Source: an optimization exercise on an open RTL-to-GDS flow (aim: a short achievable clock period and few clock cycles per item). Production flows keep margins and buffers that such runs may drop.
The RTL was checked by simulation tests, not by an equivalence proof against the original design.
No activity file was given, so power comes from the tool's default toggle rates.

## design/flow/config.mk

```make
export PLATFORM = sky130hd
export DESIGN_NAME = ibuf_rdreq_mgmt
export DESIGN_NICKNAME = ibuf_rdreq_mgmt
export VERILOG_FILES = /design/flow/design.v
export SDC_FILE = /design/flow/constraint.sdc
export NUM_CORES = 4
export LEC_CHECK = 0
export CAP_MARGIN = 20
export CORE_MARGIN = 2
export CORE_UTILIZATION = 40
export SETUP_SLACK_MARGIN = 4
export SLEW_MARGIN = 20
export SYNTH_HIERARCHICAL = 1
export SYNTH_MINIMUM_KEEP_SIZE = 0
export TNS_END_PERCENT = 100
```

## design/flow/constraint.sdc

```tcl
create_clock -name core_clock -period 8.0 [get_ports {clk}]
set_input_delay 1.6000 -clock core_clock [delete_from_list [all_inputs] [get_ports {clk}]]
set_output_delay 1.6000 -clock core_clock [all_outputs]
set_load 0.01 [all_outputs]
```

## design/flow/design.v

```verilog
`timescale 1ns/1ps
module ibuf_rdreq_mgmt #(
  parameter int unsigned BW       = 9,
  parameter int unsigned TAG_W    = 5,
  parameter int unsigned MX_OS_RQ = 4
) (
  input  logic             clk,
  input  logic             rst,
  input  logic [2:0]       cfg_max_rd_req_size,
  input  logic [63:0]      lbuf_addr,
  input  logic [31:0]      lbuf_len,
  input  logic             lbuf_en,
  output logic             lbuf_dn,
  input  logic [BW:0]      cons,
  output logic [BW:0]      committed_prod,
  output logic             rd,
  output logic [63:0]      hst_addr,
  output logic [9:0]       rd_qw,
  input  logic             rd_ack,
  input  logic [TAG_W-1:0] rd_tag,
  input  logic [TAG_W-1:0] cpl_tag,
  output logic [BW-1:0]    cpl_base,
  input  logic             cpl_vld,
  input  logic             cpl_last,
  output logic             err
);
  localparam int unsigned N    = MX_OS_RQ;
  localparam int unsigned PtrW = (N > 1) ? $clog2(N) : 1;
  typedef logic [BW:0] ptr_t;
  function automatic logic [32:0] pp_add32(input logic [31:0] a, input logic [31:0] b,
                                           input logic ci);
    logic [31:0] g, p, gg, pp;
    g  = a & b;
    p  = a ^ b;
    gg = g;
    pp = p;
    gg[0] = g[0] | (p[0] & ci);
    for (int d = 1; d < 32; d = d * 2) begin
      for (int i = 31; i >= d; i--) begin
        gg[i] = gg[i] | (pp[i] & gg[i-d]);
        pp[i] = pp[i] & pp[i-d];
      end
    end
    pp_add32 = {gg[31], p ^ {gg[30:0], ci}};
  endfunction
  function automatic logic [10:0] pp_add10(input logic [9:0] a, input logic [9:0] b,
                                           input logic ci);
    logic [9:0] g, p, gg, pp;
    g  = a & b;
    p  = a ^ b;
    gg = g;
    pp = p;
    gg[0] = g[0] | (p[0] & ci);
    for (int d = 1; d < 10; d = d * 2) begin
      for (int i = 9; i >= d; i--) begin
        gg[i] = gg[i] | (pp[i] & gg[i-d]);
        pp[i] = pp[i] & pp[i-d];
      end
    end
    pp_add10 = {gg[9], p ^ {gg[8:0], ci}};
  endfunction
  function automatic logic [31:0] sub32(input logic [31:0] a, input logic [31:0] b);
    logic [32:0] s;
    s = pp_add32(a, ~b, 1'b1);
    sub32 = s[31:0];
  endfunction
  function automatic logic [9:0] add10(input logic [9:0] a, input logic [9:0] b);
    logic [10:0] s;
    s = pp_add10(a, b, 1'b0);
    add10 = s[9:0];
  endfunction
  function automatic logic [9:0] sub10(input logic [9:0] a, input logic [9:0] b);
    logic [10:0] s;
    s = pp_add10(a, ~b, 1'b1);
    sub10 = s[9:0];
  endfunction
  function automatic logic lt10(input logic [9:0] a, input logic [9:0] b);
    logic [10:0] s;
    s = pp_add10(a, ~b, 1'b1);
    lt10 = !s[10];
  endfunction
  function automatic logic le512(input logic [31:0] x);
    le512 = (x[31:10] == '0) && (!x[9] || (x[8:0] == '0));
  endfunction
  function automatic logic fits_y(input logic [9:0] y, input logic [9:0] cs);
    logic [9:0] s;
    s = sub10(y, cs);
    fits_y = !s[9];
  endfunction
  function automatic logic [PtrW-1:0] ptr_add(input logic [PtrW-1:0] p, input int unsigned k);
    ptr_add = PtrW'((int'(p) + k) % N);
  endfunction
  logic             busy_q;      
  logic             more_q;      
  logic [63:12]     hi_q;        
  logic [8:0]       lo_q;        
  logic [2:0]       lb_q;        
  logic [9:0]       chunk_q;     
  logic             rd_q;
  logic             dn_q;
  logic [31:0]      la_q;        
  logic [9:0]       ba_q;        
  logic             wrap_q;      
  logic             la_nz_q;     
  logic [9:0]       mx_q;        
  logic [27:0]      hm_q;        
  ptr_t             iprod_q;     
  ptr_t             ip1_q;       
  ptr_t             im1_q;       
  ptr_t             used_q;      
  ptr_t             comm_q;
  logic             err_q;
  logic [N-1:0]     vld_q, done_q;
  logic [TAG_W-1:0] tag_q  [N];
  logic [BW-1:0]    base_q [N];
  ptr_t             end_q  [N];
  logic [PtrW-1:0]  hd_q, wp_q;
  logic [N*TAG_W-1:0] tag_flat;
  always_comb begin
    for (int i = 0; i < N; i++) tag_flat[i*TAG_W +: TAG_W] = tag_q[i];
  end
  logic [N-1:0] done_set;
  logic         legal, head_hit;
  ibuf_rdreq_cpl #(.N(N), .PtrW(PtrW), .TAG_W(TAG_W)) u_cpl (
    .cpl_tag  (cpl_tag),
    .cpl_vld  (cpl_vld),
    .cpl_last (cpl_last),
    .tags     (tag_flat),
    .vld      (vld_q),
    .done     (done_q),
    .hd       (hd_q),
    .done_set (done_set),
    .legal    (legal),
    .head_hit (head_hit)
  );
  localparam int unsigned GW = 3;
  localparam int unsigned NG = (BW + GW - 1) / GW;
  logic [BW-1:0] base_v [N];
  logic [BW-1:0] sel_n  [N];
  for (genvar i = 0; i < N; i++) begin : g_cam
    logic [3:0] x;
    assign base_v[i] = vld_q[i] ? base_q[i] : '0;
    for (genvar b = 0; b < 4; b++) begin : g_x
      ibuf_rdreq_xor2 u_x (.a(tag_q[i][b]), .b(cpl_tag[b]), .y(x[b]));
    end
    for (genvar g = 0; g < NG; g++) begin : g_grp
      logic n01, n23, xn4;
      ibuf_rdreq_nor2  u_n01 (.a(x[0]), .b(x[1]), .y(n01));
      ibuf_rdreq_nor2  u_n23 (.a(x[2]), .b(x[3]), .y(n23));
      ibuf_rdreq_xnor2 u_xn4 (.a(tag_q[i][4]), .b(cpl_tag[4]), .y(xn4));
      for (genvar j = g * GW; j < BW && j < (g + 1) * GW; j++) begin : g_bit
        ibuf_rdreq_nand4 u_sel (.a(n01), .b(n23), .c(xn4), .d(base_v[i][j]), .y(sel_n[i][j]));
      end
    end
  end
  for (genvar j = 0; j < BW; j++) begin : g_out
    ibuf_rdreq_nand4 u_or (.a(sel_n[0][j]), .b(sel_n[1][j]), .c(sel_n[2][j]), .d(sel_n[3][j]),
                           .y(cpl_base[j]));
  end
  logic [N-1:0]    run_mask;
  logic [PtrW:0]   run_len;
  ptr_t            run_end;
  logic            run_all;
  always_comb begin
    logic            go;
    logic [PtrW-1:0] p;
    run_mask = '0;
    run_len  = '0;
    run_end  = end_q[hd_q];
    go       = 1'b1;
    for (int k = 0; k < N; k++) begin
      p = ptr_add(hd_q, k);
      if (k > 0) go = go && vld_q[p] && done_q[p];
      if (go) begin
        run_mask[p] = 1'b1;
        run_len     = run_len + 1'b1;
        run_end     = end_q[p];
      end
    end
    run_all = (vld_q & ~run_mask) == '0;
  end
  logic full3, full4;
  always_comb begin
    logic [PtrW:0] cnt;
    cnt = '0;
    for (int i = 0; i < N; i++) cnt = cnt + vld_q[i];
    full3 = cnt == (PtrW+1)'(N - 1);
    full4 = cnt == (PtrW+1)'(N);
  end
  logic push;
  assign push = rd_q && rd_ack;
  logic full_nx, empty_nx;
  assign full_nx  = !head_hit && (push ? full3 : full4);
  assign empty_nx = !push && ((vld_q == '0) || (head_hit && run_all));
  logic [9:0]   c1, ba1;
  logic [31:0]  la1;
  logic         wrap1, la_nz1;
  ptr_t         ip1_1, im1_1;
  logic [8:0]   lo1;
  logic [63:12] hi1;
  ibuf_rdreq_next u_next (
    .la     (la_q),
    .ba     (ba_q),
    .mx     (mx_q),
    .hm     (hm_q),
    .ip1    (ip1_q),
    .im1    (im1_q),
    .chunk  (chunk_q),
    .lo     (lo_q),
    .hi     (hi_q),
    .wrap   (wrap_q),
    .c1     (c1),
    .la1    (la1),
    .ba1    (ba1),
    .wrap1  (wrap1),
    .la_nz1 (la_nz1),
    .ip1_1  (ip1_1),
    .im1_1  (im1_1),
    .lo1    (lo1),
    .hi1    (hi1)
  );
  logic fit1, fit_c;
  ibuf_rdreq_fit u_fit (
    .cons   (cons),
    .im1    (im1_q),
    .mx     (mx_q),
    .la     (la_q),
    .ba     (ba_q),
    .fit1   (fit1),
    .fit_c  (fit_c)
  );
  logic         start;
  logic [9:0]   mx0, c0, ba0;
  logic [27:0]  hm0;
  logic [31:0]  la0;
  logic         wrap0, la_nz0, more0, fit0;
  ptr_t         ip1_0, im1_0;
  assign start = lbuf_en && !busy_q;
  ibuf_rdreq_first u_first (
    .cfg    (cfg_max_rd_req_size),
    .addr   (lbuf_addr[11:3]),
    .len    (lbuf_len),
    .iprod  (iprod_q),
    .used   (used_q),
    .mx0    (mx0),
    .hm0    (hm0),
    .c0     (c0),
    .la0    (la0),
    .ba0    (ba0),
    .wrap0  (wrap0),
    .la_nz0 (la_nz0),
    .ip1_0  (ip1_0),
    .im1_0  (im1_0),
    .more0  (more0),
    .fit0   (fit0)
  );
  always_ff @(posedge clk or negedge rst) begin
    if (!rst) begin
      busy_q  <= 1'b0;
      more_q  <= 1'b0;
      hi_q    <= '0;
      lo_q    <= '0;
      lb_q    <= '0;
      chunk_q <= '0;
      rd_q    <= 1'b0;
      dn_q    <= 1'b0;
      la_q    <= '0;
      ba_q    <= 10'd512;
      wrap_q  <= 1'b0;
      la_nz_q <= 1'b0;
      mx_q    <= 10'd16;
      hm_q    <= 28'hFFF_FFFF;
      iprod_q <= '0;
      ip1_q   <= '0;
      im1_q   <= '0;
      used_q  <= '0;
    end else begin
      used_q <= sub10(push ? ip1_q : iprod_q, cons);
      if (start) begin
        busy_q  <= more0;
        dn_q    <= !more0;
        more_q  <= more0;
        hi_q    <= lbuf_addr[63:12];
        lo_q    <= lbuf_addr[11:3];
        lb_q    <= lbuf_addr[2:0];
        chunk_q <= c0;
        rd_q    <= more0 && fit0;
        la_q    <= la0;
        ba_q    <= ba0;
        wrap_q  <= wrap0;
        la_nz_q <= la_nz0;
        mx_q    <= mx0;
        hm_q    <= hm0;
        ip1_q   <= ip1_0;
        im1_q   <= im1_0;
      end else if (push) begin
        more_q  <= la_nz_q;
        hi_q    <= hi1;
        lo_q    <= lo1;
        chunk_q <= c1;
        rd_q    <= la_nz_q && !full_nx && fit1;
        dn_q    <= 1'b0;
        la_q    <= la1;
        ba_q    <= ba1;
        wrap_q  <= wrap1;
        la_nz_q <= la_nz1;
        iprod_q <= ip1_q;
        ip1_q   <= ip1_1;
        im1_q   <= im1_1;
      end else begin
        rd_q    <= busy_q && more_q && !full_nx && fit_c;
        dn_q    <= busy_q && !more_q && empty_nx;
        if (busy_q && !more_q && empty_nx) begin
          busy_q <= 1'b0;
        end
      end
    end
  end
  always_ff @(posedge clk or negedge rst) begin
    if (!rst) begin
      vld_q  <= '0;
      done_q <= '0;
      for (int i = 0; i < N; i++) begin
        tag_q[i]  <= '0;
        base_q[i] <= '0;
        end_q[i]  <= '0;
      end
      hd_q   <= '0;
      wp_q   <= '0;
      comm_q <= '0;
      err_q  <= 1'b0;
    end else begin
      if (cpl_vld && !legal) begin
        err_q <= 1'b1;
      end
      for (int i = 0; i < N; i++) begin
        if (done_set[i]) begin
          done_q[i] <= 1'b1;
        end
        if (head_hit && run_mask[i]) begin
          vld_q[i]  <= 1'b0;
          done_q[i] <= 1'b0;
        end
      end
      if (head_hit) begin
        comm_q <= run_end;
        hd_q   <= hd_q + run_len[PtrW-1:0];
      end
      if (push) begin
        vld_q[wp_q]  <= 1'b1;
        done_q[wp_q] <= 1'b0;
        tag_q[wp_q]  <= rd_tag;
        base_q[wp_q] <= iprod_q[BW-1:0];
        end_q[wp_q]  <= ip1_q;
        wp_q         <= ptr_add(wp_q, 1);
      end
    end
  end
  assign lbuf_dn        = dn_q;
  assign committed_prod = comm_q;
  assign rd             = rd_q;
  assign hst_addr       = {hi_q, lo_q, lb_q};
  assign rd_qw          = chunk_q;
  assign err            = err_q;
endmodule
module ibuf_rdreq_cpl #(
  parameter int unsigned N     = 4,
  parameter int unsigned PtrW  = 2,
  parameter int unsigned TAG_W = 5
) (
  input  logic [TAG_W-1:0]   cpl_tag,
  input  logic               cpl_vld,
  input  logic               cpl_last,
  input  logic [N*TAG_W-1:0] tags,
  input  logic [N-1:0]       vld,
  input  logic [N-1:0]       done,
  input  logic [PtrW-1:0]    hd,
  output logic [N-1:0]       done_set,
  output logic               legal,
  output logic               head_hit
);
  logic [N-1:0] hit_nd;
  always_comb begin
    for (int i = 0; i < N; i++) begin
      hit_nd[i]   = vld[i] && !done[i] && (tags[i*TAG_W +: TAG_W] == cpl_tag);
      done_set[i] = cpl_vld && cpl_last && hit_nd[i];
    end
  end
  assign legal    = |hit_nd;
  assign head_hit = done_set[hd];
endmodule
module ibuf_rdreq_next (
  input  logic [31:0]  la,
  input  logic [9:0]   ba,
  input  logic [9:0]   mx,
  input  logic [27:0]  hm,
  input  logic [9:0]   ip1,
  input  logic [9:0]   im1,
  input  logic [9:0]   chunk,
  input  logic [8:0]   lo,
  input  logic [63:12] hi,
  input  logic         wrap,
  output logic [9:0]   c1,
  output logic [31:0]  la1,
  output logic [9:0]   ba1,
  output logic         wrap1,
  output logic         la_nz1,
  output logic [9:0]   ip1_1,
  output logic [9:0]   im1_1,
  output logic [8:0]   lo1,
  output logic [63:12] hi1
);
  function automatic logic [32:0] pp_add32(input logic [31:0] a, input logic [31:0] b,
                                           input logic ci);
    logic [31:0] g, p, gg, pp;
    g  = a & b;
    p  = a ^ b;
    gg = g;
    pp = p;
    gg[0] = g[0] | (p[0] & ci);
    for (int d = 1; d < 32; d = d * 2) begin
      for (int i = 31; i >= d; i--) begin
        gg[i] = gg[i] | (pp[i] & gg[i-d]);
        pp[i] = pp[i] & pp[i-d];
      end
    end
    pp_add32 = {gg[31], p ^ {gg[30:0], ci}};
  endfunction
  function automatic logic [10:0] pp_add10(input logic [9:0] a, input logic [9:0] b,
                                           input logic ci);
    logic [9:0] g, p, gg, pp;
    g  = a & b;
    p  = a ^ b;
    gg = g;
    pp = p;
    gg[0] = g[0] | (p[0] & ci);
    for (int d = 1; d < 10; d = d * 2) begin
      for (int i = 9; i >= d; i--) begin
        gg[i] = gg[i] | (pp[i] & gg[i-d]);
        pp[i] = pp[i] & pp[i-d];
      end
    end
    pp_add10 = {gg[9], p ^ {gg[8:0], ci}};
  endfunction
  function automatic logic [31:0] sub32(input logic [31:0] a, input logic [31:0] b);
    logic [32:0] s;
    s = pp_add32(a, ~b, 1'b1);
    sub32 = s[31:0];
  endfunction
  function automatic logic [9:0] add10(input logic [9:0] a, input logic [9:0] b);
    logic [10:0] s;
    s = pp_add10(a, b, 1'b0);
    add10 = s[9:0];
  endfunction
  function automatic logic [9:0] sub10(input logic [9:0] a, input logic [9:0] b);
    logic [10:0] s;
    s = pp_add10(a, ~b, 1'b1);
    sub10 = s[9:0];
  endfunction
  function automatic logic lt10(input logic [9:0] a, input logic [9:0] b);
    logic [10:0] s;
    s = pp_add10(a, ~b, 1'b1);
    lt10 = !s[10];
  endfunction
  function automatic logic le512(input logic [31:0] x);
    le512 = (x[31:10] == '0) && (!x[9] || (x[8:0] == '0));
  endfunction
  function automatic logic fits_y(input logic [9:0] y, input logic [9:0] cs);
    logic [9:0] s;
    s = sub10(y, cs);
    fits_y = !s[9];
  endfunction
  always_comb begin
    logic        lt_l, lt_b, l_lt_b, sel_l, sel_b, b_eq_m;
    logic [31:0] la_b, la_m;
    logic [51:0] hp;
    lt_l   = ~|(la[31:4] & hm);
    lt_b   = ~|(ba[9:4] & hm[5:0]);
    l_lt_b = (la[31:10] == '0) && lt10(la[9:0], ba);
    sel_l  = lt_l && (l_lt_b || !lt_b);
    sel_b  = !sel_l && lt_b;
    b_eq_m = ba == mx;
    la_b   = sub32(la, {22'b0, ba});
    la_m   = sub32(la, {22'b0, mx});
    if (sel_l) begin
      c1     = la[9:0];
      la1    = '0;
      ba1    = sub10(ba, la[9:0]);
      wrap1  = 1'b0;
      la_nz1 = 1'b0;
      ip1_1  = add10(ip1, la[9:0]);
      im1_1  = add10(im1, la[9:0]);
    end else if (sel_b) begin
      c1     = ba;
      la1    = la_b;
      ba1    = 10'd512;
      wrap1  = 1'b1;
      la_nz1 = !((la[31:10] == '0) && (la[9:0] == ba));
      ip1_1  = add10(ip1, ba);
      im1_1  = add10(im1, ba);
    end else begin
      c1     = mx;
      la1    = la_m;
      ba1    = b_eq_m ? 10'd512 : sub10(ba, mx);
      wrap1  = b_eq_m;
      la_nz1 = !((la[31:10] == '0) && (la[9:0] == mx));
      ip1_1  = add10(ip1, mx);
      im1_1  = add10(im1, mx);
    end
    lo1 = 9'(add10({1'b0, lo}, {1'b0, chunk[8:0]}));
    hp  = hi;
    for (int d = 1; d < 52; d = d * 2) begin
      for (int i = 51; i >= d; i--) begin
        hp[i] = hp[i] & hp[i-d];
      end
    end
    hi1 = wrap ? (hi ^ {hp[50:0], 1'b1}) : hi;
  end
endmodule
module ibuf_rdreq_fit (
  input  logic [9:0] cons,
  input  logic [9:0] im1,
  input  logic [9:0] mx,
  input  logic [31:0] la,
  input  logic [9:0] ba,
  output logic       fit1,
  output logic       fit_c
);
  function automatic logic [32:0] pp_add32(input logic [31:0] a, input logic [31:0] b,
                                           input logic ci);
    logic [31:0] g, p, gg, pp;
    g  = a & b;
    p  = a ^ b;
    gg = g;
    pp = p;
    gg[0] = g[0] | (p[0] & ci);
    for (int d = 1; d < 32; d = d * 2) begin
      for (int i = 31; i >= d; i--) begin
        gg[i] = gg[i] | (pp[i] & gg[i-d]);
        pp[i] = pp[i] & pp[i-d];
      end
    end
    pp_add32 = {gg[31], p ^ {gg[30:0], ci}};
  endfunction
  function automatic logic [10:0] pp_add10(input logic [9:0] a, input logic [9:0] b,
                                           input logic ci);
    logic [9:0] g, p, gg, pp;
    g  = a & b;
    p  = a ^ b;
    gg = g;
    pp = p;
    gg[0] = g[0] | (p[0] & ci);
    for (int d = 1; d < 10; d = d * 2) begin
      for (int i = 9; i >= d; i--) begin
        gg[i] = gg[i] | (pp[i] & gg[i-d]);
        pp[i] = pp[i] & pp[i-d];
      end
    end
    pp_add10 = {gg[9], p ^ {gg[8:0], ci}};
  endfunction
  function automatic logic [31:0] sub32(input logic [31:0] a, input logic [31:0] b);
    logic [32:0] s;
    s = pp_add32(a, ~b, 1'b1);
    sub32 = s[31:0];
  endfunction
  function automatic logic [9:0] add10(input logic [9:0] a, input logic [9:0] b);
    logic [10:0] s;
    s = pp_add10(a, b, 1'b0);
    add10 = s[9:0];
  endfunction
  function automatic logic [9:0] sub10(input logic [9:0] a, input logic [9:0] b);
    logic [10:0] s;
    s = pp_add10(a, ~b, 1'b1);
    sub10 = s[9:0];
  endfunction
  function automatic logic lt10(input logic [9:0] a, input logic [9:0] b);
    logic [10:0] s;
    s = pp_add10(a, ~b, 1'b1);
    lt10 = !s[10];
  endfunction
  function automatic logic le512(input logic [31:0] x);
    le512 = (x[31:10] == '0) && (!x[9] || (x[8:0] == '0));
  endfunction
  function automatic logic fits_y(input logic [9:0] y, input logic [9:0] cs);
    logic [9:0] s;
    s = sub10(y, cs);
    fits_y = !s[9];
  endfunction
  assign fit1  = fits_y(add10(im1, mx), cons) ||
                 (le512(la) && fits_y(add10(im1, la[9:0]), cons)) ||
                 fits_y(add10(im1, ba), cons);
  assign fit_c = fits_y(im1, cons);
endmodule
module ibuf_rdreq_first (
  input  logic [2:0]  cfg,
  input  logic [8:0]  addr,      
  input  logic [31:0] len,
  input  logic [9:0]  iprod,
  input  logic [9:0]  used,      
  output logic [9:0]  mx0,
  output logic [27:0] hm0,
  output logic [9:0]  c0,
  output logic [31:0] la0,
  output logic [9:0]  ba0,
  output logic        wrap0,
  output logic        la_nz0,
  output logic [9:0]  ip1_0,
  output logic [9:0]  im1_0,
  output logic        more0,
  output logic        fit0
);
  function automatic logic [32:0] pp_add32(input logic [31:0] a, input logic [31:0] b,
                                           input logic ci);
    logic [31:0] g, p, gg, pp;
    g  = a & b;
    p  = a ^ b;
    gg = g;
    pp = p;
    gg[0] = g[0] | (p[0] & ci);
    for (int d = 1; d < 32; d = d * 2) begin
      for (int i = 31; i >= d; i--) begin
        gg[i] = gg[i] | (pp[i] & gg[i-d]);
        pp[i] = pp[i] & pp[i-d];
      end
    end
    pp_add32 = {gg[31], p ^ {gg[30:0], ci}};
  endfunction
  function automatic logic [10:0] pp_add10(input logic [9:0] a, input logic [9:0] b,
                                           input logic ci);
    logic [9:0] g, p, gg, pp;
    g  = a & b;
    p  = a ^ b;
    gg = g;
    pp = p;
    gg[0] = g[0] | (p[0] & ci);
    for (int d = 1; d < 10; d = d * 2) begin
      for (int i = 9; i >= d; i--) begin
        gg[i] = gg[i] | (pp[i] & gg[i-d]);
        pp[i] = pp[i] & pp[i-d];
      end
    end
    pp_add10 = {gg[9], p ^ {gg[8:0], ci}};
  endfunction
  function automatic logic [31:0] sub32(input logic [31:0] a, input logic [31:0] b);
    logic [32:0] s;
    s = pp_add32(a, ~b, 1'b1);
    sub32 = s[31:0];
  endfunction
  function automatic logic [9:0] add10(input logic [9:0] a, input logic [9:0] b);
    logic [10:0] s;
    s = pp_add10(a, b, 1'b0);
    add10 = s[9:0];
  endfunction
  function automatic logic [9:0] sub10(input logic [9:0] a, input logic [9:0] b);
    logic [10:0] s;
    s = pp_add10(a, ~b, 1'b1);
    sub10 = s[9:0];
  endfunction
  function automatic logic lt10(input logic [9:0] a, input logic [9:0] b);
    logic [10:0] s;
    s = pp_add10(a, ~b, 1'b1);
    lt10 = !s[10];
  endfunction
  function automatic logic le512(input logic [31:0] x);
    le512 = (x[31:10] == '0) && (!x[9] || (x[8:0] == '0));
  endfunction
  function automatic logic fits_y(input logic [9:0] y, input logic [9:0] cs);
    logic [9:0] s;
    s = sub10(y, cs);
    fits_y = !s[9];
  endfunction
  always_comb begin
    logic        lt_l, lt_b, l_lt_b, sel_l, sel_b, b_eq_m;
    logic [9:0]  bnd0, ipm1, free;
    logic [10:0] s10;
    logic [31:0] len_b, len_m;
    logic [32:0] s33;
    unique case (cfg)
      3'd0:    begin mx0 = 10'd16;  hm0 = 28'hFFF_FFFF; end
      3'd1:    begin mx0 = 10'd32;  hm0 = 28'hFFF_FFFE; end
      3'd2:    begin mx0 = 10'd64;  hm0 = 28'hFFF_FFFC; end
      3'd3:    begin mx0 = 10'd128; hm0 = 28'hFFF_FFF8; end
      3'd4:    begin mx0 = 10'd256; hm0 = 28'hFFF_FFF0; end
      default: begin mx0 = 10'd512; hm0 = 28'hFFF_FFE0; end
    endcase
    bnd0   = sub10(10'd512, {1'b0, addr});
    lt_l   = ~|(len[31:4] & hm0);
    lt_b   = ~|(bnd0[9:4] & hm0[5:0]);
    s10    = pp_add10(len[9:0], {1'b0, addr}, 1'b0);
    l_lt_b = (len[31:10] == '0) && (s10[10:9] == 2'b00);
    sel_l  = lt_l && (l_lt_b || !lt_b);
    sel_b  = !sel_l && lt_b;
    b_eq_m = bnd0 == mx0;
    s33    = pp_add32(len, {23'h7F_FFFF, addr}, 1'b0);
    len_b  = s33[31:0];
    len_m  = sub32(len, {22'b0, mx0});
    ipm1   = sub10(iprod, 10'd1);
    if (sel_l) begin
      c0     = len[9:0];
      la0    = '0;
      ba0    = sub10(bnd0, len[9:0]);
      wrap0  = 1'b0;
      la_nz0 = 1'b0;
      ip1_0  = add10(iprod, len[9:0]);
      im1_0  = add10(ipm1, len[9:0]);
    end else if (sel_b) begin
      c0     = bnd0;
      la0    = len_b;
      ba0    = 10'd512;
      wrap0  = 1'b1;
      la_nz0 = !((len[31:10] == '0) && (len[9:0] == bnd0));
      ip1_0  = add10(iprod, bnd0);
      im1_0  = add10(ipm1, bnd0);
    end else begin
      c0     = mx0;
      la0    = len_m;
      ba0    = b_eq_m ? 10'd512 : sub10(bnd0, mx0);
      wrap0  = b_eq_m;
      la_nz0 = !((len[31:10] == '0) && (len[9:0] == mx0));
      ip1_0  = add10(iprod, mx0);
      im1_0  = add10(ipm1, mx0);
    end
    more0 = len != '0;
    free  = sub10(10'd512, used);
    fit0  = !lt10(free, mx0) || ((len[31:10] == '0) && !lt10(free, len[9:0])) ||
            !lt10({1'b0, addr}, used);
  end
endmodule
module ibuf_rdreq_xor2 (input logic a, input logic b, output logic y);
  assign y = a ^ b;
endmodule
module ibuf_rdreq_xnor2 (input logic a, input logic b, output logic y);
  assign y = ~(a ^ b);
endmodule
module ibuf_rdreq_nor2 (input logic a, input logic b, output logic y);
  assign y = ~(a | b);
endmodule
module ibuf_rdreq_nand4 (input logic a, input logic b, input logic c, input logic d,
                         output logic y);
  assign y = ~(a & b & c & d);
endmodule
```

## design/flow/run.sh

```bash
#!/bin/bash
# synth_recipe.tcl (not shown) runs the flow's synth.tcl, then flattens the netlist and writes it again
# the make line also repeats each setting of config.mk as NAME=value (left out here)
make -C /OpenROAD-flow-scripts/flow DESIGN_CONFIG=/design/flow/config.mk WORK_HOME=/design/flow/orfs CLKGATE_MAP_FILE= SYNTH_SCRIPT=/design/flow/synth_recipe.tcl finish
```

==> results of run 1 <==
==> cell usage after synthesis, types with 19 or more instances <==
cell,number
nor3_1,71
xor2_1,130
or3_1,26
dfrtp_1,289
inv_1,163
dfstp_2,30
nand4_1,78
nand2_1,590
a211oi_1,22
o21a_1,27
nor2b_1,34
a21oi_1,190
o211ai_1,26
o21bai_1,21
fa_1,24
a31oi_1,147
nand3_1,72
a222oi_1,35
mux2_2,104
and2_1,47
o22ai_1,53
and3_1,25
a22oi_1,38
nor4_1,36
a21o_1,49
nor2_1,359
o21ai_0,134
clkbuf_1,125
ha_1,298
buf_4,33
xnor2_1,188
nand2b_1,21
o31ai_1,19
==> modules after synthesis (local to each module, per instance), a selection <==
module | times used | flip-flops and latches | cells
ibuf_rdreq_first | 1 | 0 | 842
ibuf_rdreq_nor2 | 24 | 0 | 1
ibuf_rdreq_next | 1 | 0 | 997
ibuf_rdreq_fit | 1 | 0 | 244
ibuf_rdreq_xor2 | 16 | 0 | 1
ibuf_rdreq_nand4 | 45 | 0 | 1
ibuf_rdreq_mgmt | 1 | 319 | 1588
ibuf_rdreq_xnor2 | 12 | 0 | 1
==> final cells by class <==
cell class | count | area [um2]
Clock buffer | 56 | 1080
Clock inverter | 15 | 225
Fill cell | 7568 | 39900
Inverter | 164 | 627
Multi-Input combinational cell | 3161 | 22800
Sequential cell | 319 | 8030
Tap cell | 1040 | 1300
Timing Repair Buffer | 324 | 3130
==> timing repair <==
| item | CTS | global route |
|---|---|---|
| gates cloned | 5 | 5 |
| setup endpoints to repair | 136 | 88 |
| setup buffers | 39 | 29 |
| resized for setup | 313 | 121 |
| pin swaps | 63 | 48 |
==> per-stage QoR <==
step / worst slack (ns) / hold WS, ns / cells
detailed placement: 1.86 / 0.446 / 4930
floorplan: 3.89 / 0.439 / 3835
finish: 3.82 / 0.453 / 5079
CTS: 3.86 / 0.458 / 5045
global placement: 1.92 / 0.437 / 4930
global route: 3.70 / 0.476 / 5079
==> cell families after synthesis <==
logic type               Yosys count  synth area share (%)
AO/OA/AOI/OAI                    925                  20.3
other                              2                0.0242
AND/OR/NAND/NOR                 1443                  21.6
buffers and inverters            361                  5.15
XOR/XNOR                         321                  9.22
multiplexers                     117                  4.24
flip-flops                       319                  25.9
adder cells (fa/ha/maj)          322                  13.6
==> critical path, stage by stage <==
cell	delay [ns]
buf_16	0.14
xor2_4	0.29
nor2_4	0.07
nand4_1	0.12
nand4_1	0.17
buf_2	0.19
==> where the power goes <==
| group | switching (W) | internal (W) |
|---|---|---|
| Combinational | 0.00494 | 0.00395 |
| Sequential | 0.00133 | 0.00225 |
| Clock | 0.000779 | 0.00108 |
==> metal layers <==
metal	share of wire (%)	GRT usage (%)
met4	4.3	10.9
met2	46	44.9
met1	43	36.9
met5	0	0
met3	6.7	3.71
==> path summary, 6_finish.rpt <==
kind                                            from  cells past startpoint                 endpoint
worst max-delay path                      cpl_tag[0]                      6              cpl_base[5]
worst min-delay path               err_q$_DFFE_PN0P_                      1        err_q$_DFFE_PN0P_
worst max register to register  im1_q[0]$_DFFE_PN0P_                     20           rd_q$_DFF_PN0_
worst min register to register     err_q$_DFFE_PN0P_                      1        err_q$_DFFE_PN0P_
max in group asynchronous                        rst                      2     im1_q[1]$_DFFE_PN0P_
min in group asynchronous                        rst                      1  end_q[1][4]$_DFFE_PN0P_
==> sequential cells by signal, summed over array words and instances (netlist names), 9 cells and up <==
signal	count
ba_q	10
base_q	36
chunk_q	10
comm_q	10
end_q	40
hi_q	52
hm_q	28
im1_q	10
ip1_q	10
iprod_q	10
la_q	32
lo_q	9
mx_q	10
tag_q	20
used_q	10
==> flow_metrics.py, run 1 <==
metrics = {
    "layout": {
        "layout.nets": 4456,
        "final_layout_size_suffix_gt1_share_pct": 14.6,
        "fin_util_pct": 48.3,
        "postLayoutCellArea_mm2": 0.0372,
        "layout_common_cells": "nand2_1, nor2_1, ha_1, dfrtp_1, a21oi_1",
        "layout_commonest_cell": "nand2_1",
        "diodes": 0,
        "syn_to_final_growth_pct": 20.1,
    },
    "routing": {
        "vias": 30100,
        "drc": 0,
        "drtIter0Drc": 2937,
        "drt-total-wl_um": 114000,
        "ant_nets": 0,
        "firstDrtPassIters": 10,
        "wl_per_cell_um": 22.4,
        "via_per_inst": 5.93,
    },
    "clock_tree": {
        "clk_latency_ns": 0.59,
        "clkTransAtPathRegs_ns": 0.06,
        "cts_tree": "built",
        "clock_path_buffers": 3,
        "htreeDepth": 2,
        "clock-sinks": 319,
        "cts-root-buf": "clkbuf_16",
        "cts_buffers": 39,
        "ctsHoldBuffers": 0,
    },
    "floorplanning": {
        "die_y_um": 282,
        "dieWidth_um": 282,
        "fp.dieArea_mm2": 0.0797,
        "start_util_pct": 40.2,
        "fp-row-count": 102,
        "coreArea_mm2": 0.0771,
        "io_pins": 221,
    },
    "power_and_ir_drop": {
        "p_total_w": 0.0143,
        "powerDensity_mw_per_mm2": 385,
        "p_leak_nw": 16.1,
        "ir_drop_uv": 236,
    },
    "logic_synthesis": {
        "synth-async-reset-ratio_pct": 100,
        "syn_inst": 3810,
        "yosys_warnings": 20,
        "avgSynthCellArea_um2": 8.13,
        "ys.flop_type": "dfrtp_1",
        "yosysSeqAreaShare_pct": 25.9,
        "synth-edff-count": 0,
        "syn_area_mm2": 0.0310,
        "synthTopCellsByArea": "dfrtp_1, ha_1, nand2_1",
        "netlist.area_leader.share_pct": 23.3,
        "yosysTopAreaCell": "dfrtp_1",
        "synth-seq-cells": 319,
        "synth_cell_types": 110,
    },
    "sta": {
        "worst_slew_pin_slew_ns": 1.11,
        "final_max_slew_viol_count": 0,
        "rsz0062_at_grt": "true",
        "period_share_pct": 52.3,
        "setup_viol": 0,
        "min_period_ns": 4.18,
        "final.setup_skew_ns": 0.0222,
        "setup_tns_ns": 0,
        "max_clock_freq_ghz": 0.239,
        "hold_viol_final": 0,
        "slew_headroom_pct": 25.9,
    },
    "critical_path": {
        "path_class": "input port to output port",
        "r2r_slack_ns": 3.88,
        "cp.required_ns": 6.40,
        "worstPathArrival_ns": 2.58,
        "worst-path-max-fanout": 7,
        "start_kind": "input port",
        "cp-end-kind": "output port",
    },
    "outcome": {
        "outcome": "finished clean",
    },
    "placed_design": {
        "port_buffers": 220,
        "hpwl_um": 79000,
        "place_congestion": 0.936,
        "place_area_mm2": 0.0340,
    },
    "grt": {
        "overflow": 0,
        "grt_pass1_vias": 28400,
        "track_usage_pct": 27.5,
        "grt_pass1_wl_um": 170000,
        "antenna_found_initial": 2,
        "grt_max_degree": 214,
    },
    "hold_path": {
        "hp-class": "flip-flop to flip-flop",
    },
    "flow_run": {
        "drv_cap": 0,
    },
}
Testbench counts, summed over its fixed seeds: cycles 27,721, qwords 237,937.
==> run 2: changes to the inputs <==
--- a/design/flow/design.v
+++ b/design/flow/design.v
@@ -88,4 +88,14 @@
     fits_y = !s[9];
   endfunction
+  function automatic logic fits_ab(input logic [9:0] a, input logic [9:0] b,
+                                   input logic [9:0] cs);
+    logic [9:0]  s, c, ncs;
+    logic [10:0] t;
+    ncs = ~cs;
+    s   = a ^ b ^ ncs;
+    c   = (a & b) | (a & ncs) | (b & ncs);
+    t   = pp_add10(s, {c[8:0], 1'b0}, 1'b1);
+    fits_ab = !t[9];
+  endfunction
   function automatic logic [PtrW-1:0] ptr_add(input logic [PtrW-1:0] p, input int unsigned k);
     ptr_add = PtrW'((int'(p) + k) % N);
@@ -471,4 +481,14 @@
     fits_y = !s[9];
   endfunction
+  function automatic logic fits_ab(input logic [9:0] a, input logic [9:0] b,
+                                   input logic [9:0] cs);
+    logic [9:0]  s, c, ncs;
+    logic [10:0] t;
+    ncs = ~cs;
+    s   = a ^ b ^ ncs;
+    c   = (a & b) | (a & ncs) | (b & ncs);
+    t   = pp_add10(s, {c[8:0], 1'b0}, 1'b1);
+    fits_ab = !t[9];
+  endfunction
   always_comb begin
     logic        lt_l, lt_b, l_lt_b, sel_l, sel_b, b_eq_m;
@@ -587,7 +607,16 @@
     fits_y = !s[9];
   endfunction
-  assign fit1  = fits_y(add10(im1, mx), cons) ||
-                 (le512(la) && fits_y(add10(im1, la[9:0]), cons)) ||
-                 fits_y(add10(im1, ba), cons);
+  function automatic logic fits_ab(input logic [9:0] a, input logic [9:0] b,
+                                   input logic [9:0] cs);
+    logic [9:0]  s, c, ncs;
+    logic [10:0] t;
+    ncs = ~cs;
+    s   = a ^ b ^ ncs;
+    c   = (a & b) | (a & ncs) | (b & ncs);
+    t   = pp_add10(s, {c[8:0], 1'b0}, 1'b1);
+    fits_ab = !t[9];
+  endfunction
+  assign fit1  = fits_ab(im1, mx, cons) || (le512(la) && fits_ab(im1, la[9:0], cons)) ||
+                 fits_ab(im1, ba, cons);
   assign fit_c = fits_y(im1, cons);
 endmodule
@@ -670,4 +699,14 @@
     fits_y = !s[9];
   endfunction
+  function automatic logic fits_ab(input logic [9:0] a, input logic [9:0] b,
+                                   input logic [9:0] cs);
+    logic [9:0]  s, c, ncs;
+    logic [10:0] t;
+    ncs = ~cs;
+    s   = a ^ b ^ ncs;
+    c   = (a & b) | (a & ncs) | (b & ncs);
+    t   = pp_add10(s, {c[8:0], 1'b0}, 1'b1);
+    fits_ab = !t[9];
+  endfunction
   always_comb begin
     logic        lt_l, lt_b, l_lt_b, sel_l, sel_b, b_eq_m;
==> flow_metrics.py, run 2 <==
metrics = {
    "floorplanning": {
        "dieWidth_um": 279,
        "start_util_pct": 40.6,
        "fp-row-count": 100,
        "fp.dieArea_mm2": 0.0780,
        "die_y_um": 279,
        "io_pins": 221,
        "coreArea_mm2": 0.0747,
    },
    "placed_design": {
        "port_buffers": 220,
        "hpwl_um": 79100,
        "place_congestion": 0.941,
        "place_area_mm2": 0.0333,
    },
    "logic_synthesis": {
        "synth-seq-cells": 319,
        "netlist.area_leader.share_pct": 23.9,
        "yosysSeqAreaShare_pct": 26.5,
        "avgSynthCellArea_um2": 8.14,
        "ys.flop_type": "dfrtp_1",
        "synth-async-reset-ratio_pct": 100,
        "synth-edff-count": 0,
        "syn_inst": 3725,
        "yosysMostFrequentCell": "nand2_1",
        "synth_cell_types": 97,
        "synth_common_cells": "nand2_1, nor2_1, dfrtp_1, ha_1, a21oi_1",
        "synthTopCellsByArea": "dfrtp_1, ha_1, nand2_1",
        "yosysTopAreaCell": "dfrtp_1",
        "syn_area_mm2": 0.0303,
        "yosys_warnings": 20,
    },
    "sta": {
        "period_share_pct": 52.4,
        "hold_viol_final": 0,
        "worst_slew_pin_slew_ns": 1.14,
        "final_max_slew_viol_count": 0,
        "rsz0062_at_grt": "true",
        "whs_ns": 0.456,
        "slew_headroom_pct": 24.1,
        "setup_tns_ns": 0,
        "min_period_ns": 4.19,
        "setup_viol": 0,
        "final.setup_skew_ns": 0.0265,
        "max_clock_freq_ghz": 0.239,
    },
    "layout": {
        "layout_common_cells": "nand2_1, dfrtp_1, nor2_1",
        "largest_reg_flops": 52,
        "layout.nets": 4383,
        "final_layout_size_suffix_gt1_share_pct": 15.6,
        "layout_commonest_cell": "nand2_1",
        "reg_top3": "hi_q (52), end_q (40), base_q (36)",
        "postLayoutCellArea_mm2": 0.0367,
        "top_register": "hi_q",
        "diodes": 0,
        "syn_to_final_growth_pct": 21.1,
    },
    "grt": {
        "overflow": 0,
        "grt_pass1_wl_um": 170000,
        "track_usage_pct": 28.1,
        "grt_max_degree": 207,
        "grt_pass1_vias": 27900,
        "antenna_found_initial": 1,
    },
    "clock_tree": {
        "clock-sinks": 319,
        "cts-root-buf": "clkbuf_16",
        "cts_buffers": 40,
        "clock_path_buffers": 3,
        "ctsHoldBuffers": 0,
        "cts_tree": "built",
        "clk_latency_ns": 0.60,
        "htreeDepth": 2,
        "clkTransAtPathRegs_ns": 0.05,
    },
    "flow_run": {
        "drv_cap": 0,
    },
    "outcome": {
        "outcome": "finished clean",
    },
    "critical_path": {
        "start_kind": "input port",
        "path_class": "input port to output port",
        "cp.required_ns": 6.40,
        "cp-end-kind": "output port",
        "worstPathArrival_ns": 2.59,
        "worst-path-max-fanout": 8,
    },
    "hold_path": {
        "hp-class": "flip-flop to flip-flop",
    },
    "power_and_ir_drop": {
        "p_total_w": 0.0139,
        "powerDensity_mw_per_mm2": 379,
        "ir_drop_uv": 187,
        "p_leak_nw": 16.1,
    },
    "routing": {
        "wl_per_cell_um": 22.8,
        "drt-total-wl_um": 113000,
        "ant_nets": 0,
        "wl_met1_um": 48300,
        "via_per_inst": 5.94,
        "wl_met2_um": 52000,
        "top_layer": "met4",
        "vias": 29400,
        "drtIter0Drc": 3031,
        "routed-wl-met3_um": 6520,
        "drc": 0,
        "firstDrtPassIters": 6,
    },
}
[run 2: changes by cell type after synthesis, sizes merged, moves of 9 or more]
cell    change
o31ai      -10
nand3       -9
o311ai      -9
clkbuf     +10
nor2       -42
inv        +28
xor2       -18
nand2       -9
ha         -27
o211ai      -9
o22ai      +14
fa         +24
o21bai     -11
o221ai     +14
[run 2: stage by stage]
stage                     util, %  setup slack (ns)  instances
after floorplan                 -              3.62       3750
after global placement       44.6              2.10       4770
after detailed placement     44.6              1.89       4770
after CTS                    48.3              3.81       4910
after global routing         49.1              3.77       4939
final                        49.1              3.81       4939
[run 2: worst paths after layout]
path                                      from                 endpoint  slack [ns]  depth (start not counted)
min                          err_q$_DFFE_PN0P_        err_q$_DFFE_PN0P_        0.46                          1
min reg2reg                  err_q$_DFFE_PN0P_        err_q$_DFFE_PN0P_        0.46                          1
max reg2reg                la_q[0]$_DFFE_PN0P_     la_q[24]$_DFFE_PN0P_        4.15                         14
max in group asynchronous                  rst      lb_q[2]$_DFFE_PN0P_        5.35                          2
min in group asynchronous                  rst  end_q[0][4]$_DFFE_PN0P_        1.10                          1
max                                 cpl_tag[3]              cpl_base[0]        3.81                          7
[run 2: critical path, cell delays in order]
cell and delay [ns]:
buf_12 0.14, xor2_4 0.24, nor2_4 0.07, buf_4 0.14, nand4_1 0.06, nand4_1 0.15, buf_2 0.19
[run 2: cell families after synthesis]
family,after synthesis,share of synthesized area (%)
mux,114,4.24
fa+ha+maj,319,14.4
simple gates,1387,21.2
buf+inv,392,5.49
other cells,2,0.0248
compound gates,892,19.6
flops,319,26.5
xor+xnor,300,8.69
[run 2: repair_timing]
| action | in CTS | in global routing |
|---|---|---|
| gates resized for setup | 374 | 135 |
| pin swaps | 61 | 50 |
| gates cloned | 6 | 2 |
| endpoints found under the setup margin | 161 | 75 |
| setup buffers | 61 | 27 |
[run 2: layout make-up]
type                       instances  area (um2)
fill                            7236       38000
sequential                       319        8020
tap                              969        1210
clock buffer                      56        1100
clock inverter                    17         223
multi-input combinational       3042       22100
timing repair buffer             344        3280
inverter                         192         736
[run 2: routing by layer]
layer	vias up	global-route usage, %
met5	-	0
met4	0	12.4
met3	278	3.11
met2	1131	45.8
met1	14200	37.5
li1	13700	-
[run 2: per-module statistics from Yosys, one instance, submodules excluded, a selection]
module / times used / cell area (um2) / flops+latches
ibuf_rdreq_first: 1 / 5890 / 0
ibuf_rdreq_fit: 1 / 1630 / 0
ibuf_rdreq_mgmt: 1 / 15200 / 319
ibuf_rdreq_nand4: 45 / 6.26 / 0
ibuf_rdreq_next: 1 / 6680 / 0
ibuf_rdreq_nor2: 24 / 3.75 / 0
ibuf_rdreq_xnor2: 12 / 8.76 / 0
ibuf_rdreq_xor2: 16 / 8.76 / 0
[run 2: report_power, final]
group          switching (W)  internal, W
Combinational        0.00468      0.00379
Clock               0.000803      0.00110
Sequential           0.00128      0.00225
Testbench counts of run 2, summed over its fixed seeds: cycles 27,721, qwords 237,937.
==> run 3: changes to the inputs <==
--- a/design/flow/config.mk
+++ b/design/flow/config.mk
@@ -9,5 +9,5 @@
 export CORE_MARGIN = 2
 export CORE_UTILIZATION = 40
-export SETUP_SLACK_MARGIN = 4
+export SETUP_SLACK_MARGIN = 4.5
 export SLEW_MARGIN = 20
 export SYNTH_HIERARCHICAL = 1
==> flow_metrics.py, run 3 <==
metrics = {
    "outcome": {
        "outcome": "finished clean",
    },
    "routing": {
        "drc": 0,
        "drtIter0Drc": 3064,
        "vias": 30300,
        "wl_per_cell_um": 23.5,
        "drt-total-wl_um": 117000,
        "firstDrtPassIters": 10,
        "via_per_inst": 6.07,
        "ant_nets": 0,
    },
    "floorplanning": {
        "start_util_pct": 40.6,
        "die_y_um": 279,
        "coreArea_mm2": 0.0747,
        "io_pins": 221,
        "fp-row-count": 100,
        "dieWidth_um": 279,
        "fp.dieArea_mm2": 0.0780,
    },
    "logic_synthesis": {
        "synth-seq-cells": 319,
        "avgSynthCellArea_um2": 8.14,
        "synth-edff-count": 0,
        "synth-async-reset-ratio_pct": 100,
        "synth_common_cells": "nand2_1, nor2_1, dfrtp_1, ha_1, a21oi_1",
        "yosys_warnings": 20,
        "ys.flop_type": "dfrtp_1",
        "synthTopCellsByArea": "dfrtp_1, ha_1, nand2_1",
        "yosysTopAreaCell": "dfrtp_1",
        "synth_cell_types": 97,
        "netlist.area_leader.share_pct": 23.9,
        "yosysSeqAreaShare_pct": 26.5,
        "yosysMostFrequentCell": "nand2_1",
        "syn_area_mm2": 0.0303,
        "syn_inst": 3725,
    },
    "layout": {
        "syn_to_final_growth_pct": 28.1,
        "final_layout_size_suffix_gt1_share_pct": 20.5,
        "top_register": "hi_q",
        "reg_top3": "hi_q (52), end_q (40), base_q (36)",
        "fin_util_pct": 52.0,
        "layout_commonest_cell": "nand2_1",
        "largest_reg_flops": 52,
        "postLayoutCellArea_mm2": 0.0388,
        "layout_common_cells": "nand2_1, dfrtp_1, nor2_1",
        "fillCellCount": 6905,
        "layout.nets": 4427,
    },
    "sta": {
        "final_max_slew_viol_count": 0,
        "max_clock_freq_ghz": 0.238,
        "slew_headroom_pct": 27.1,
        "min_period_ns": 4.21,
        "setup_viol": 0,
        "whs_ns": 0.456,
        "setup_tns_ns": 0,
        "period_share_pct": 52.6,
        "rsz0062_at_grt": "true",
        "worst_slew_pin_slew_ns": 1.09,
        "hold_viol_final": 0,
        "final.setup_skew_ns": 0.0237,
    },
    "critical_path": {
        "crit_chain": "buf_16, xor2_4, nor2_2, nand4_1, nand4_1, buf_2",
        "cp.required_ns": 6.40,
        "crit_buf_inv": 2,
        "path_class": "input port to output port",
        "cp-end-kind": "output port",
        "slowest_stage": "xor2_4",
        "worstPathArrival_ns": 2.61,
        "crit_family": "simple AND/OR/NAND/NOR gates",
        "start_kind": "input port",
        "worst-path-max-fanout": 6,
        "max_stage_delay_ns": 0.21,
        "crit_top_cell": "nand4_1",
    },
    "power_and_ir_drop": {
        "clockPowerShare_pct": 13.8,
        "switching_share_pct": 48.4,
        "p_leak_nw": 16.7,
        "power_frac_seq_pct": 24.4,
        "ir_drop_uv": 257,
        "p_switching_w": 0.00704,
        "combPwrFrac_pct": 61.8,
        "p_int_w": 0.00750,
        "powerDensity_mw_per_mm2": 374,
    },
    "clock_tree": {
        "clkTransAtPathRegs_ns": 0.06,
        "cts_tree": "built",
        "clock_path_buffers": 3,
        "cts-root-buf": "clkbuf_16",
        "cts_buffers": 41,
        "clk_latency_ns": 0.60,
        "clock-sinks": 319,
        "htreeDepth": 2,
        "ctsHoldBuffers": 0,
    },
    "placed_design": {
        "port_buffers": 220,
        "place_area_mm2": 0.0336,
        "hpwl_um": 78000,
        "place_congestion": 0.939,
    },
    "hold_path": {
        "hp-class": "flip-flop to flip-flop",
    },
    "grt": {
        "grt_max_degree": 184,
        "grt_pass1_wl_um": 175000,
        "track_usage_pct": 29.0,
        "overflow": 0,
        "grt_pass1_vias": 28900,
        "antenna_found_initial": 3,
    },
    "flow_run": {
        "drv_cap": 0,
    },
}
## run 3: metrics by stage
step           std cells  total power [W]  setup slack, ns
2_1_floorplan       3750          0.00895             3.62
3_3_place_gp        4767           0.0114             2.26
3_5_place_dp        4767           0.0115             2.14
4_1_cts             4943           0.0141             3.84
5_1_grt             4985           0.0156             3.74
6_report            4986           0.0145             3.79
## run 3: area by class of cell
| type | count | area, um2 | share of cell area [%] |
|---|---|---|---|
| clock inverter | 20 | 284 | 0.731 |
| timing repair buffer | 383 | 4100 | 10.6 |
| multi-input combinational | 3046 | 23300 | 59.9 |
| antenna | 2 | 5.00 | 0.0129 |
| sequential | 319 | 8030 | 20.7 |
| tap | 969 | 1210 | 3.12 |
| clock buffer | 55 | 1180 | 3.04 |
| inverter | 192 | 751 | 1.93 |
## run 3: routing by layer
layer,wire length (um),part of all wire [%],global-route usage [%]
met3,8680,7.4,4.59
met5,0,0,0
met1,48300,41,38.3
met4,8240,7.0,17.3
met2,51900,44,44.8
## run 3: worst min-delay path, delay by kind of cell (launching register included)
family / cells / cell delay, ns
flip-flops: 1 / 0.36
AND/OR/NAND/NOR: 2 / 0.10
## run 3: Yosys stat by module, one instance, submodules excluded, excerpt
module            flip-flops and latches  times used  cells
ibuf_rdreq_fit                         0           1    190
ibuf_rdreq_xor2                        0          16      1
ibuf_rdreq_nand4                       0          45      1
ibuf_rdreq_nor2                        0          24      1
ibuf_rdreq_xnor2                       0          12      1
ibuf_rdreq_first                       0           1    845
ibuf_rdreq_next                        0           1    963
ibuf_rdreq_mgmt                      319           1   1588
## run 3: power groups by stage
stage / combinational (W) / sequential [W] / clock (W)
floorplan: 0.00591 / 0.00304 / 0
global placement: 0.00793 / 0.00348 / 0
detailed placement: 0.00798 / 0.00349 / 0
CTS: 0.00855 / 0.00350 / 0.00205
global route: 0.00983 / 0.00364 / 0.00212
finish: 0.00898 / 0.00355 / 0.00201
## run 3: kinds of logic (layout without fill, tap and decap cells)
group	count (synthesis)	after routing	synth area share, %
simple gates	1387	1392	21.2
mux	114	114	4.24
xor+xnor	300	300	8.69
fa+ha+maj	319	319	14.4
flops	319	319	26.5
compound gates	892	894	19.6
buf+inv	392	650	5.49
other cells	2	29	0.0248
## run 3: what timing repair did
item,CTS,global route
setup buffers,82,39
pin swaps,180,104
resized for setup,635,163
gates cloned,19,2
endpoints found under the setup margin,174,107
## run 3: worst paths after layout
path	start	to	slack, ns	depth (start not counted)
min in group asynchronous	rst	comm_q[3]$_DFFE_PN0P_	0.97	1
max in group asynchronous	rst	la_q[4]$_DFFE_PN0P_	5.54	2
min	hm_q[13]$_DFFE_PN1P_	hm_q[13]$_DFFE_PN1P_	0.46	2
max reg2reg	la_q[24]$_DFFE_PN0P_	la_q[21]$_DFFE_PN0P_	4.07	10
max	cpl_tag[3]	cpl_base[7]	3.79	6
min reg2reg	hm_q[13]$_DFFE_PN1P_	hm_q[13]$_DFFE_PN1P_	0.46	2

==> port drivers added, routing unchanged <==
The flow's constraints put no driver on any port. The routed layouts listed below were extracted and timed again, unchanged, in two steps.
Step 1 assumes that a clkbuf_16 drives the clock port and a buf_2 every other input.
Step 2 times the ports against the registers' clock, not the clock port: input delays grow and output delays shrink by t, the midpoint of the rising clock arrivals with the driver on.
a / b / c = no drivers / after step 1 / after step 2; a / b = the first two.
run	t, ns	slack for setup (ns)	latest minus earliest clock arrival (ns)	worst register clock-pin slew, ns	cell pins on the clock port's net
run 1	0.648	3.819 / 3.741 / 3.332	0.023 / 0.022	0.07 / 0.07	1
run 2	0.657	3.810 / 3.742 / 3.282	0.030 / 0.030	0.07 / 0.07	1
run 3	0.657	3.790 / 3.714 / 3.188	0.027 / 0.027	0.06 / 0.06	1
After both steps every run listed still meets setup and hold. For run 3, which loses most, drivers alone change the setup slack by -0.076 ns; drivers and shift together by -0.602 ns.
